What follows belongs to an exercise in optimizing a design on an open flow for small area and a short achievable clock period; a production flow would make more cautious choices.
Function was checked by simulation only, so behaviour that the tests miss may differ from the original.
Power figures rest on the tool's default switching activity, not on a simulated workload.

**design.v**
```verilog
`default_nettype none
package fpga_host_pkg;
  localparam int CSR_DATA_W = 32;
  localparam int CSR_ADDR_W = 4;
  localparam int NBF_ADDR_W   = 64;
  localparam int NBF_DATA_W   = 64;
  localparam int NBF_OPCODE_W = 8;
  localparam int NBF_FLITS    = 5;
  localparam logic [CSR_ADDR_W-1:0] CSR_NBF            = 4'h0;
  localparam logic [CSR_ADDR_W-1:0] CSR_HOST_TO_BP     = 4'h4;
  localparam logic [CSR_ADDR_W-1:0] CSR_BP_TO_HOST_CNT = 4'h8;
  localparam logic [CSR_ADDR_W-1:0] CSR_BP_TO_HOST     = 4'hC;
  localparam logic [NBF_OPCODE_W-1:0] OP_WRITE32 = 8'h02;
  localparam logic [NBF_OPCODE_W-1:0] OP_WRITE64 = 8'h03;
  localparam logic [NBF_OPCODE_W-1:0] OP_FENCE   = 8'hFE;
  localparam logic [NBF_OPCODE_W-1:0] OP_FINISH  = 8'hFF;
  localparam logic [1:0] SIZE_32 = 2'd2;
  localparam logic [1:0] SIZE_64 = 2'd3;
  typedef logic [CSR_DATA_W-1:0] word_t;
  typedef struct packed {
    logic [NBF_OPCODE_W-1:0] opcode;
    logic [NBF_ADDR_W-1:0]   addr;
    logic [NBF_DATA_W-1:0]   data;
  } nbf_pkt_t;
endpackage
`default_nettype wire
`timescale 1ns/1ps
`default_nettype none
module word_fifo #(
  parameter int  MMIO_ELS  = 16,
  parameter int  WIDTH     = 32
) (
  input  wire                              clk,
  input  wire                              reset,
  input  wire                              push_valid_i,
  input  wire [WIDTH-1:0]                  push_data_i,
  output logic                             push_ready_o,
  output logic                             pop_valid_o,
  output logic [WIDTH-1:0]                 pop_data_o,
  input  wire                              pop_yumi_i,
  output logic [$clog2(MMIO_ELS+1)-1:0]    count_o
);
  localparam int PTR_W = (MMIO_ELS > 1) ? $clog2(MMIO_ELS) : 1;
  localparam int CNT_W = $clog2(MMIO_ELS + 1);
  logic [WIDTH-1:0] mem [MMIO_ELS];
  logic [PTR_W-1:0] wr_ptr_q;
  logic [PTR_W-1:0] rd_ptr_q;
  logic [CNT_W-1:0] count_q;
  logic             push_fire;
  logic             pop_fire;
  function automatic logic [PTR_W-1:0] ptr_inc(input logic [PTR_W-1:0] ptr);
    ptr_inc = (ptr == PTR_W'(MMIO_ELS - 1)) ? '0 : ptr + 1'b1;
  endfunction
  assign push_ready_o = (count_q != CNT_W'(MMIO_ELS));
  assign pop_valid_o  = (count_q != '0);
  assign pop_data_o   = mem[rd_ptr_q];
  assign count_o      = count_q;
  assign push_fire = push_valid_i & push_ready_o;
  assign pop_fire  = pop_yumi_i & pop_valid_o;
  always_ff @(posedge clk) begin
    if (push_fire) begin
      mem[wr_ptr_q] <= push_data_i;
    end
  end
  always_ff @(posedge clk) begin
    if (reset) begin
      wr_ptr_q <= '0;
      rd_ptr_q <= '0;
      count_q  <= '0;
    end else begin
      if (push_fire) begin
        wr_ptr_q <= ptr_inc(wr_ptr_q);
      end
      if (pop_fire) begin
        rd_ptr_q <= ptr_inc(rd_ptr_q);
      end
      case ({push_fire, pop_fire})
        2'b10:   count_q <= count_q + 1'b1;
        2'b01:   count_q <= count_q - 1'b1;
        default: count_q <= count_q;
      endcase
    end
  end
endmodule
`default_nettype wire
`timescale 1ns/1ps
`default_nettype none
import fpga_host_pkg::*;
module csr_apb #(
  parameter int MMIO_ELS = 16
) (
  input  wire                                   clk,
  input  wire                                   reset,
  input  wire                                   psel_i,
  input  wire                                   penable_i,
  input  wire                                   pwrite_i,
  input  wire [fpga_host_pkg::CSR_ADDR_W-1:0]   paddr_i,
  input  wire fpga_host_pkg::word_t             pwdata_i,
  output fpga_host_pkg::word_t                  prdata_o,
  output logic                                  pready_o,
  output logic                                  pslverr_o,
  output logic                                  flit_valid_o,
  output fpga_host_pkg::word_t                  flit_data_o,
  input  wire                                   flit_ready_i,
  output logic                                  h2b_valid_o,
  output fpga_host_pkg::word_t                  h2b_data_o,
  input  wire                                   h2b_ready_i,
  input  wire                                   b2h_valid_i,
  input  wire fpga_host_pkg::word_t             b2h_data_i,
  output logic                                  b2h_yumi_o,
  input  wire [$clog2(MMIO_ELS+1)-1:0]          b2h_count_i
);
  logic  setup;
  logic  access;
  logic  hit_nbf;
  logic  hit_h2b;
  logic  hit_cnt;
  logic  hit_b2h;
  logic  mapped;
  logic  err_d;
  fpga_host_pkg::word_t rdata_d;
  assign setup  = psel_i & ~penable_i;
  assign access = psel_i & penable_i;
  assign hit_nbf = (paddr_i == CSR_NBF);
  assign hit_h2b = (paddr_i == CSR_HOST_TO_BP);
  assign hit_cnt = (paddr_i == CSR_BP_TO_HOST_CNT);
  assign hit_b2h = (paddr_i == CSR_BP_TO_HOST);
  assign mapped  = hit_nbf | hit_h2b | hit_cnt | hit_b2h;
  assign flit_valid_o = access & pwrite_i & hit_nbf;
  assign flit_data_o  = pwdata_i;
  assign h2b_valid_o  = access & pwrite_i & hit_h2b;
  assign h2b_data_o   = pwdata_i;
  always_comb begin
    pready_o = 1'b1;
    if (pwrite_i && hit_nbf) begin
      pready_o = flit_ready_i;
    end else if (pwrite_i && hit_h2b) begin
      pready_o = h2b_ready_i;
    end
  end
  assign err_d = ~mapped | (pwrite_i & (hit_cnt | hit_b2h));
  assign b2h_yumi_o = setup & ~pwrite_i & hit_b2h & b2h_valid_i;
  always_comb begin
    rdata_d = '0;
    if (!pwrite_i && hit_cnt) begin
      rdata_d = CSR_DATA_W'(b2h_count_i);
    end else if (!pwrite_i && hit_b2h && b2h_valid_i) begin
      rdata_d = b2h_data_i;
    end
  end
  always_ff @(posedge clk) begin
    if (reset) begin
      pslverr_o <= 1'b0;
    end else if (setup) begin
      pslverr_o <= err_d;
    end else if (access && pready_o) begin
      pslverr_o <= 1'b0;
    end
  end
  always_ff @(posedge clk) begin
    if (setup) begin
      prdata_o <= rdata_d;
    end
  end
endmodule
`default_nettype wire
`timescale 1ns/1ps
`default_nettype none
import fpga_host_pkg::*;
module nbf_deserializer (
  input  wire                      clk,
  input  wire                      reset,
  input  wire                      flit_valid_i,
  input  wire fpga_host_pkg::word_t flit_data_i,
  output logic                     flit_ready_o,
  output logic                     pkt_valid_o,
  output fpga_host_pkg::nbf_pkt_t  pkt_o,
  input  wire                      pkt_ready_i
);
  localparam int CNT_W = $clog2(NBF_FLITS + 1);
  logic [CNT_W-1:0]            cnt_q;
  fpga_host_pkg::word_t [NBF_FLITS-1:0]       flit_q;
  logic                        flit_fire;
  logic                        pkt_fire;
  assign flit_ready_o = (cnt_q != CNT_W'(NBF_FLITS));
  assign pkt_valid_o  = (cnt_q == CNT_W'(NBF_FLITS));
  assign flit_fire = flit_valid_i & flit_ready_o;
  assign pkt_fire  = pkt_valid_o & pkt_ready_i;
  always_ff @(posedge clk) begin
    if (flit_fire) begin
      flit_q <= {flit_data_i, flit_q[NBF_FLITS-1:1]};
    end
  end
  always_ff @(posedge clk) begin
    if (reset) begin
      cnt_q <= '0;
    end else if (pkt_fire) begin
      cnt_q <= '0;
    end else if (flit_fire) begin
      cnt_q <= cnt_q + 1'b1;
    end
  end
  assign pkt_o = fpga_host_pkg::nbf_pkt_t'({flit_q[NBF_FLITS-1][NBF_OPCODE_W-1:0],
                             flit_q[NBF_FLITS-2:0]});
endmodule
`default_nettype wire
`timescale 1ns/1ps
`default_nettype none
import fpga_host_pkg::*;
module nbf_issue #(
  parameter int NBF_MAX_WRITES = 4
) (
  input  wire                                   clk,
  input  wire                                   reset,
  input  wire                                   pkt_valid_i,
  input  wire fpga_host_pkg::nbf_pkt_t          pkt_i,
  output logic                                  pkt_yumi_o,
  output logic                                  wr_valid_o,
  input  wire                                   wr_ready_i,
  output logic [fpga_host_pkg::NBF_ADDR_W-1:0]  wr_addr_o,
  output logic [fpga_host_pkg::NBF_DATA_W-1:0]  wr_data_o,
  output logic [1:0]                            wr_size_o,
  input  wire                                   wr_done_i
);
  localparam int CRED_W = $clog2(NBF_MAX_WRITES + 1);
  logic [CRED_W-1:0] credits_q;
  logic              launch;
  logic              retire;
  logic              can_issue;
  logic              drained;
  logic              load_wr;
  logic              is_w32;
  assign launch = wr_valid_o & wr_ready_i;
  assign retire = wr_done_i & (credits_q != '0);
  assign can_issue = ~wr_valid_o & (credits_q < CRED_W'(NBF_MAX_WRITES));
  assign drained   = ~wr_valid_o & (credits_q == '0);
  assign is_w32    = (pkt_i.opcode == OP_WRITE32);
  always_comb begin
    load_wr    = 1'b0;
    pkt_yumi_o = 1'b0;
    case (pkt_i.opcode)
      OP_WRITE32, OP_WRITE64: begin
        load_wr    = pkt_valid_i & can_issue;
        pkt_yumi_o = load_wr;
      end
      OP_FENCE: begin
        pkt_yumi_o = pkt_valid_i & drained;
      end
      OP_FINISH: begin
        pkt_yumi_o = pkt_valid_i;
      end
      default: begin
        pkt_yumi_o = pkt_valid_i;
      end
    endcase
  end
  always_ff @(posedge clk) begin
    if (reset) begin
      wr_valid_o <= 1'b0;
    end else if (load_wr) begin
      wr_valid_o <= 1'b1;
    end else if (launch) begin
      wr_valid_o <= 1'b0;
    end
  end
  always_ff @(posedge clk) begin
    if (load_wr) begin
      wr_addr_o <= pkt_i.addr;
      wr_data_o <= is_w32 ? {2{pkt_i.data[31:0]}} : pkt_i.data;
      wr_size_o <= is_w32 ? SIZE_32 : SIZE_64;
    end
  end
  always_ff @(posedge clk) begin
    if (reset) begin
      credits_q <= '0;
    end else begin
      case ({launch, retire})
        2'b10:   credits_q <= credits_q + 1'b1;
        2'b01:   credits_q <= credits_q - 1'b1;
        default: credits_q <= credits_q;
      endcase
    end
  end
endmodule
`default_nettype wire
`timescale 1ns/1ps
`default_nettype none
import fpga_host_pkg::*;
module fpga_host #(
  parameter int MMIO_ELS       = 16,
  parameter int NBF_MAX_WRITES = 4
) (
  input  wire                                   clk,
  input  wire                                   reset,
  input  wire                                   psel_i,
  input  wire                                   penable_i,
  input  wire                                   pwrite_i,
  input  wire [fpga_host_pkg::CSR_ADDR_W-1:0]   paddr_i,
  input  wire fpga_host_pkg::word_t             pwdata_i,
  output fpga_host_pkg::word_t                  prdata_o,
  output logic                                  pready_o,
  output logic                                  pslverr_o,
  output logic                                  wr_valid_o,
  input  wire                                   wr_ready_i,
  output logic [fpga_host_pkg::NBF_ADDR_W-1:0]  wr_addr_o,
  output logic [fpga_host_pkg::NBF_DATA_W-1:0]  wr_data_o,
  output logic [1:0]                            wr_size_o,
  input  wire                                   wr_done_i,
  output logic                                  bp_in_valid_o,
  input  wire                                   bp_in_ready_i,
  output fpga_host_pkg::word_t                  bp_in_data_o,
  input  wire                                   bp_out_valid_i,
  output logic                                  bp_out_ready_o,
  input  wire fpga_host_pkg::word_t             bp_out_data_i
);
  localparam int CNT_W = $clog2(MMIO_ELS + 1);
  logic             flit_valid;
  fpga_host_pkg::word_t            flit_data;
  logic             flit_ready;
  logic             h2b_valid;
  fpga_host_pkg::word_t            h2b_data;
  logic             h2b_ready;
  logic             b2h_valid;
  fpga_host_pkg::word_t            b2h_data;
  logic             b2h_yumi;
  logic [CNT_W-1:0] b2h_count;
  logic             dsr_valid;
  fpga_host_pkg::nbf_pkt_t         dsr_pkt;
  logic             dsr_ready;
  logic             q_valid;
  fpga_host_pkg::nbf_pkt_t         q_pkt;
  logic             q_yumi;
  csr_apb #(
    .MMIO_ELS(MMIO_ELS)
  ) u_csr_apb (
    .clk          (clk),
    .reset        (reset),
    .psel_i       (psel_i),
    .penable_i    (penable_i),
    .pwrite_i     (pwrite_i),
    .paddr_i      (paddr_i),
    .pwdata_i     (pwdata_i),
    .prdata_o     (prdata_o),
    .pready_o     (pready_o),
    .pslverr_o    (pslverr_o),
    .flit_valid_o (flit_valid),
    .flit_data_o  (flit_data),
    .flit_ready_i (flit_ready),
    .h2b_valid_o  (h2b_valid),
    .h2b_data_o   (h2b_data),
    .h2b_ready_i  (h2b_ready),
    .b2h_valid_i  (b2h_valid),
    .b2h_data_i   (b2h_data),
    .b2h_yumi_o   (b2h_yumi),
    .b2h_count_i  (b2h_count)
  );
  nbf_deserializer u_nbf_deserializer (
    .clk          (clk),
    .reset        (reset),
    .flit_valid_i (flit_valid),
    .flit_data_i  (flit_data),
    .flit_ready_o (flit_ready),
    .pkt_valid_o  (dsr_valid),
    .pkt_o        (dsr_pkt),
    .pkt_ready_i  (dsr_ready)
  );
  word_fifo #(
    .MMIO_ELS  (MMIO_ELS),
    .WIDTH     (NBF_OPCODE_W + NBF_ADDR_W + NBF_DATA_W)
  ) pkt_queue (
    .clk          (clk),
    .reset        (reset),
    .push_valid_i (dsr_valid),
    .push_data_i  (dsr_pkt),
    .push_ready_o (dsr_ready),
    .pop_valid_o  (q_valid),
    .pop_data_o   (q_pkt),
    .pop_yumi_i   (q_yumi),
    .count_o      ()
  );
  nbf_issue #(
    .NBF_MAX_WRITES(NBF_MAX_WRITES)
  ) u_nbf_issue (
    .clk         (clk),
    .reset       (reset),
    .pkt_valid_i (q_valid),
    .pkt_i       (q_pkt),
    .pkt_yumi_o  (q_yumi),
    .wr_valid_o  (wr_valid_o),
    .wr_ready_i  (wr_ready_i),
    .wr_addr_o   (wr_addr_o),
    .wr_data_o   (wr_data_o),
    .wr_size_o   (wr_size_o),
    .wr_done_i   (wr_done_i)
  );
  word_fifo #(
    .MMIO_ELS  (MMIO_ELS),
    .WIDTH     (CSR_DATA_W)
  ) h2b_buffer (
    .clk          (clk),
    .reset        (reset),
    .push_valid_i (h2b_valid),
    .push_data_i  (h2b_data),
    .push_ready_o (h2b_ready),
    .pop_valid_o  (bp_in_valid_o),
    .pop_data_o   (bp_in_data_o),
    .pop_yumi_i   (bp_in_ready_i),
    .count_o      ()
  );
  word_fifo #(
    .MMIO_ELS  (MMIO_ELS),
    .WIDTH     (CSR_DATA_W)
  ) b2h_buffer (
    .clk          (clk),
    .reset        (reset),
    .push_valid_i (bp_out_valid_i),
    .push_data_i  (bp_out_data_i),
    .push_ready_o (bp_out_ready_o),
    .pop_valid_o  (b2h_valid),
    .pop_data_o   (b2h_data),
    .pop_yumi_i   (b2h_yumi),
    .count_o      (b2h_count)
  );
endmodule
`default_nettype wire
```
**run.sh**
```bash
#!/bin/bash
# synth_recipe.tcl (not shown) runs the flow's synth.tcl, then flattens the netlist and writes it again
# the make line also repeats each setting of config.mk as NAME=value (left out here)
make -C /OpenROAD-flow-scripts/flow DESIGN_CONFIG=/design/flow/config.mk WORK_HOME=/design/flow/orfs CLKGATE_MAP_FILE= SYNTH_SCRIPT=/design/flow/synth_recipe.tcl finish
```
**config.mk**
```make
export PLATFORM = sky130hd
export DESIGN_NAME = fpga_host
export DESIGN_NICKNAME = fpga_host
export VERILOG_FILES = /design/flow/design.v
export SDC_FILE = /design/flow/constraint.sdc
export NUM_CORES = 4
export LEC_CHECK = 0
export CAP_MARGIN = 20
export CORE_MARGIN = 2
export CORE_UTILIZATION = 40
export SLEW_MARGIN = 20
```
**constraint.sdc**
```tcl
create_clock -name core_clock -period 4.2 [get_ports {clk}]
set_input_delay 0.8400 -clock core_clock [delete_from_list [all_inputs] [get_ports {clk}]]
set_output_delay 0.8400 -clock core_clock [all_outputs]
set_load 0.01 [all_outputs]
```
==> run summary <==
The flow ran to the end and the layout has no timing, DRC or antenna violations. Setup repair after global routing could not meet its margin everywhere. In the final design database the tool counted 6035 nets. The die covers 338000 um^2. The required arrival time at the worst endpoint was 3.36 ns; the die width was 581 um. The tools report the H-tree depth reported by CTS as 5. After clock tree synthesis, the clock-pin slew on the worst setup and hold paths is 0.06 ns.

The analysis attributes to net switching a power of 18.8 mW. Timing would allow up to 245 MHz. For this design the ratio of total power to cell area is 528 nW/um^2. At the worst endpoint, the arrival time is 3.24 ns. In this run, the number of DRC markers left after iteration 0 of detailed routing was 6389. The area of the core was 331000 um^2; the maximum root-to-sink buffer count was 4. Global routing finished with a remaining overflow of 0. The via count normalized by instance count is 5.60, and the switching power as a share of total power is 22.8%.

The initial antenna violation count is 41, and the overall fraction of global-route tracks in use is 18.2%. The clock net in this run drives a total of 3580 sinks. Measured along the y axis, the die boundary spans 581 um. The starting density of the core was 40.3%; the post-route minimum period was 4.08 ns. The run gives 10600 as the final standard cell count with taps included and fillers excluded. For the number of max-slew violations in the final report, the log shows 0. The tools report the number of buffers inserted for hold repair after clock tree synthesis as 0. Summed over all nets, the half-perimeter wirelength after detailed placement is 160000 um. Yosys attributes the largest share of cell area to edfxtp_1 (79%), mux4_2 (16%), dfxtp_1 (0.89%), clkbuf_1 (0.39%), ha_1 (0.28%).

Before antenna repair, the detailed router went through 7 iterations. The netlist uses 45 different library cells. The floorplan has 211 rows. In the synthesized netlist the dominant register cell turns out to be edfxtp_1.

Per report_power, the sequential group accounts for 48.0% of the total. After synthesis the cells add up to 133000 um^2. The worst setup path is launched from a register. The slowest stage of the critical path belongs to the cell mux4_2. The synthesized design devotes to its leading area cell type 79.3% of total area. The share of synthesized registers carrying an async set or reset works out to 0%.

Of all nets on the critical path, the largest fanout is 17. In this run the static leakage power is 46.9 nW. The critical path is of the register to primary output type. For the number of buffers created by CTS, the log shows 369.

Final-layout fill cell count: 26700. The tools report the setup slack on the worst flop-to-flop path as 0.20 ns. The first global-routing pass estimated 446000 um of wire. Cell type with the highest aggregate area in the netlist: edfxtp_1.

Internal power comes to 63.4 mW. Buffers placed on the I/O ports in this run total 274. The critical path's most frequent cell was mux4_2. For the final routed database, the setup TNS stands at 0 ns. The routability congestion estimate from global placement came out at 0.737. The worst min-delay path category is register to register.

In the final routed layout, each cell accounts on average for 29.3 um. The tree is rooted in a clkbuf_16. In this run the tightest slew margin relative to its limit is 27.2%. The tools report the clock insertion delay at the later pin of the skew report as 0.94 ns.

The tools report the worst clock skew as 0.0549 ns. The largest single stage delay on the critical path is 0.55 ns. The number of cells in the design after placement is 9903, and the fraction of layout instances using a drive strength above 1 is 29.0%. The clock network is responsible for 38.7% of the overall power. Setup violations remaining at the end of the flow were counted as 0. In this run, synthesis produced a sequential element count of 3580.

When the netlist entered floorplanning its net count stood at 5442. At the pin with the least slew margin, the transition time is 1.09 ns. For the multi-input combinational cell area, the log shows 25700 um^2.

The most common cell after layout, fill and taps aside was edfxtp_1. The overall routed net length is 310000 um, and the total power consumption of the routed design is 82.1 mW. The area added between synthesis and finish was 16.7%.

In the layout the commonest cells are edfxtp_1 (3521), mux4_2 (971), clkbuf_16 (372), clkdlybuf4s50_1 (249), buf_4 (105). The critical path goes through buf_12 -> bufbuf_16 -> mux4_2 -> mux4_2 -> dlygate4sd2_1. For the relative contribution of combinational cells to total power, the log shows 13.3%. The register cell area after layout was 107000 um^2. The number of global-route vias before repair was 62000. The tools report the synthesized instance count as 5332. In this run the mean area of a mapped cell was 25.0 um^2.

Pin placement for this block handled 276 I/O pins. TritonCTS built the clock tree. After synthesis, flip-flops and latches occupy 80.2% of the total area. The number of enable flip-flop cells after synthesis is 3521, and the total number of vias is 59400. Across the run, the number of max-cap violations was 0. The tools report the number of hold violations in the final report as 0. In the routed design, unresolved DRC markers number 0. The run gives 5 as the total of warnings raised by yosys. The worst-case IR drop observed on VDD is 0.699 mV.

The detail route stage leaves a number of antenna-violating nets equal to 0. The share of the clock period used by the worst path works out to 97.1%. The run gives 151 as the pin count of the biggest net entering global routing. STA classifies the critical path endpoint as a primary output.
Yosys cell counts, types with 2 or more instances:
library cell / number
buf_6: 2
mux2i_1: 29
a211oi_1: 22
mux4_2: 971
nor4_1: 3
and2_1: 4
or3_1: 8
clkbuf_1: 140
buf_4: 5
nand2b_1: 14
a22o_1: 3
a22oi_1: 12
buf_1: 43
and3_1: 2
a31oi_1: 2
edfxtp_1: 3521
nand4_1: 4
nand2_1: 46
o21ai_0: 16
xor2_1: 22
fa_1: 3
inv_1: 29
nor2b_1: 54
nand4b_1: 2
ha_1: 30
mux2_2: 32
nor2_1: 82
xnor2_1: 6
nand3_1: 7
nor3_1: 21
a21oi_1: 53
a21o_1: 4
dfxtp_1: 59
buf_2: 67
nor4b_1: 4
stage by stage:
step / area (um^2) / hold WS, ns / util [%] / setup WS [ns]
global placement: 143000 / 0.405 / 43.3 / 0.147
floorplan: 134000 / 0.400 / - / -2.18
finish: 155000 / 0.425 / 47.0 / 0.121
global route: 155000 / 0.430 / 47.0 / -0.0431
detailed placement: 143000 / 0.405 / 43.3 / 0.170
CTS: 155000 / 0.420 / 46.9 / -0.0615
power groups by stage:
stage	Combinational, mW	Sequential (mW)	Clock [mW]
finish	10.9	39.4	31.8
global route	11.7	39.4	33.8
CTS	10.9	39.5	32.5
detailed placement	10.9	40.2	0
global placement	10.8	40.2	0
floorplan	8.44	40.1	0
state kept, by name, summed over array words and instances (netlist names), 4 cells and up, named ones only:
| register | flops |
|---|---|
| h2b_buffer.rd_ptr_q | 4 |
| pkt_queue.rd_ptr_q | 4 |
| h2b_buffer.mem | 512 |
| h2b_buffer.wr_ptr_q | 4 |
| b2h_buffer.mem | 512 |
| u_csr_apb.prdata_o | 32 |
| b2h_buffer.rd_ptr_q | 4 |
| pkt_queue.mem | 2176 |
| u_nbf_issue.wr_addr_o | 64 |
| pkt_queue.wr_ptr_q | 4 |
| b2h_buffer.count_q | 5 |
| u_nbf_issue.wr_data_o | 64 |
| pkt_queue.count_q | 5 |
| u_nbf_deserializer.flit_q | 160 |
| h2b_buffer.count_q | 5 |
| b2h_buffer.wr_ptr_q | 4 |
cell families (layout without fill, tap and decap cells):
logic type	count (synthesis)	count (layout)	share of synthesized area (%)
AOI/OAI and AO/OA	118	118	0.544
xor gates and xnor gates	28	28	0.184
adders and majority gates	33	33	0.327
buffers and inverters	286	1175	0.894
DFF	3580	3580	80.2
muxes	1032	1032	16.9
other	1	10	0.00281
and+or+nand+nor	254	254	0.943
cell type report:
class                      instances  share of cell area (%)
clock buffer                     438                    6.13
antenna                            9                  0.0145
tap                             4366                    3.51
sequential                      3580                    68.8
clock inverter                   229                    1.41
multi-input combinational       1466                    16.5
inverter                          29                  0.0700
timing repair buffer             479                    3.56
metal layers:
metal	up-vias	share of wire, %	GRT usage, %
met2	2089	50	30.5
met4	26	2.1	4.27
li1	24200	-	-
met3	416	6.7	2.86
met1	32700	41	25.1
met5	-	0.054	0
critical path: cells and delay by family, from the launching register on:
family   cells  cell delay (ns)
mux          2             1.08
buf+inv      3             0.83
flops        1             0.41
path summary, 6_finish.rpt:
kind                                                startpoint                              to  depth (start not counted)
worst max-delay path                                  register                bp_in_data_o[31]                          5
worst min-delay path            u_nbf_deserializer.flit_q[152]  u_nbf_deserializer.flit_q[120]                          0
worst max register to register                        register            pkt_queue.count_q[4]                         18
worst min register to register  u_nbf_deserializer.flit_q[152]  u_nbf_deserializer.flit_q[120]                          0
timing repair:
item,in CTS,in global routing
resized for setup,28,15
setup buffers,4,9
setup endpoints to repair,30,8
gates cloned,1,1
endpoints found under the hold margin,0,0

[what the ideal ports hide]
No port has a modelled driver above. Below, the same layout with a new extraction and two added sets of constraints.
Step 1: set_driving_cell puts a clkbuf_16 on clk and a buf_2 on each other input, an assumption about the parent block.
Step 2 also shifts input and output timing later by t, the mid clock arrival at the registers, as if the neighbouring blocks saw the same clock.
Slacks: ideal / step 1 / step 2; pairs: ideal / step 1.
t, ns: 1.008
setup slack, ns: 0.121 / 0.023 / 0.196
latest minus earliest clock arrival (ns): 0.057 / 0.057
worst data-port slew with drivers (ns): 0.15
After both steps setup and hold are still met in this run. The setup slack of this run moves by -0.098 ns with the drivers and by +0.075 ns with both steps.
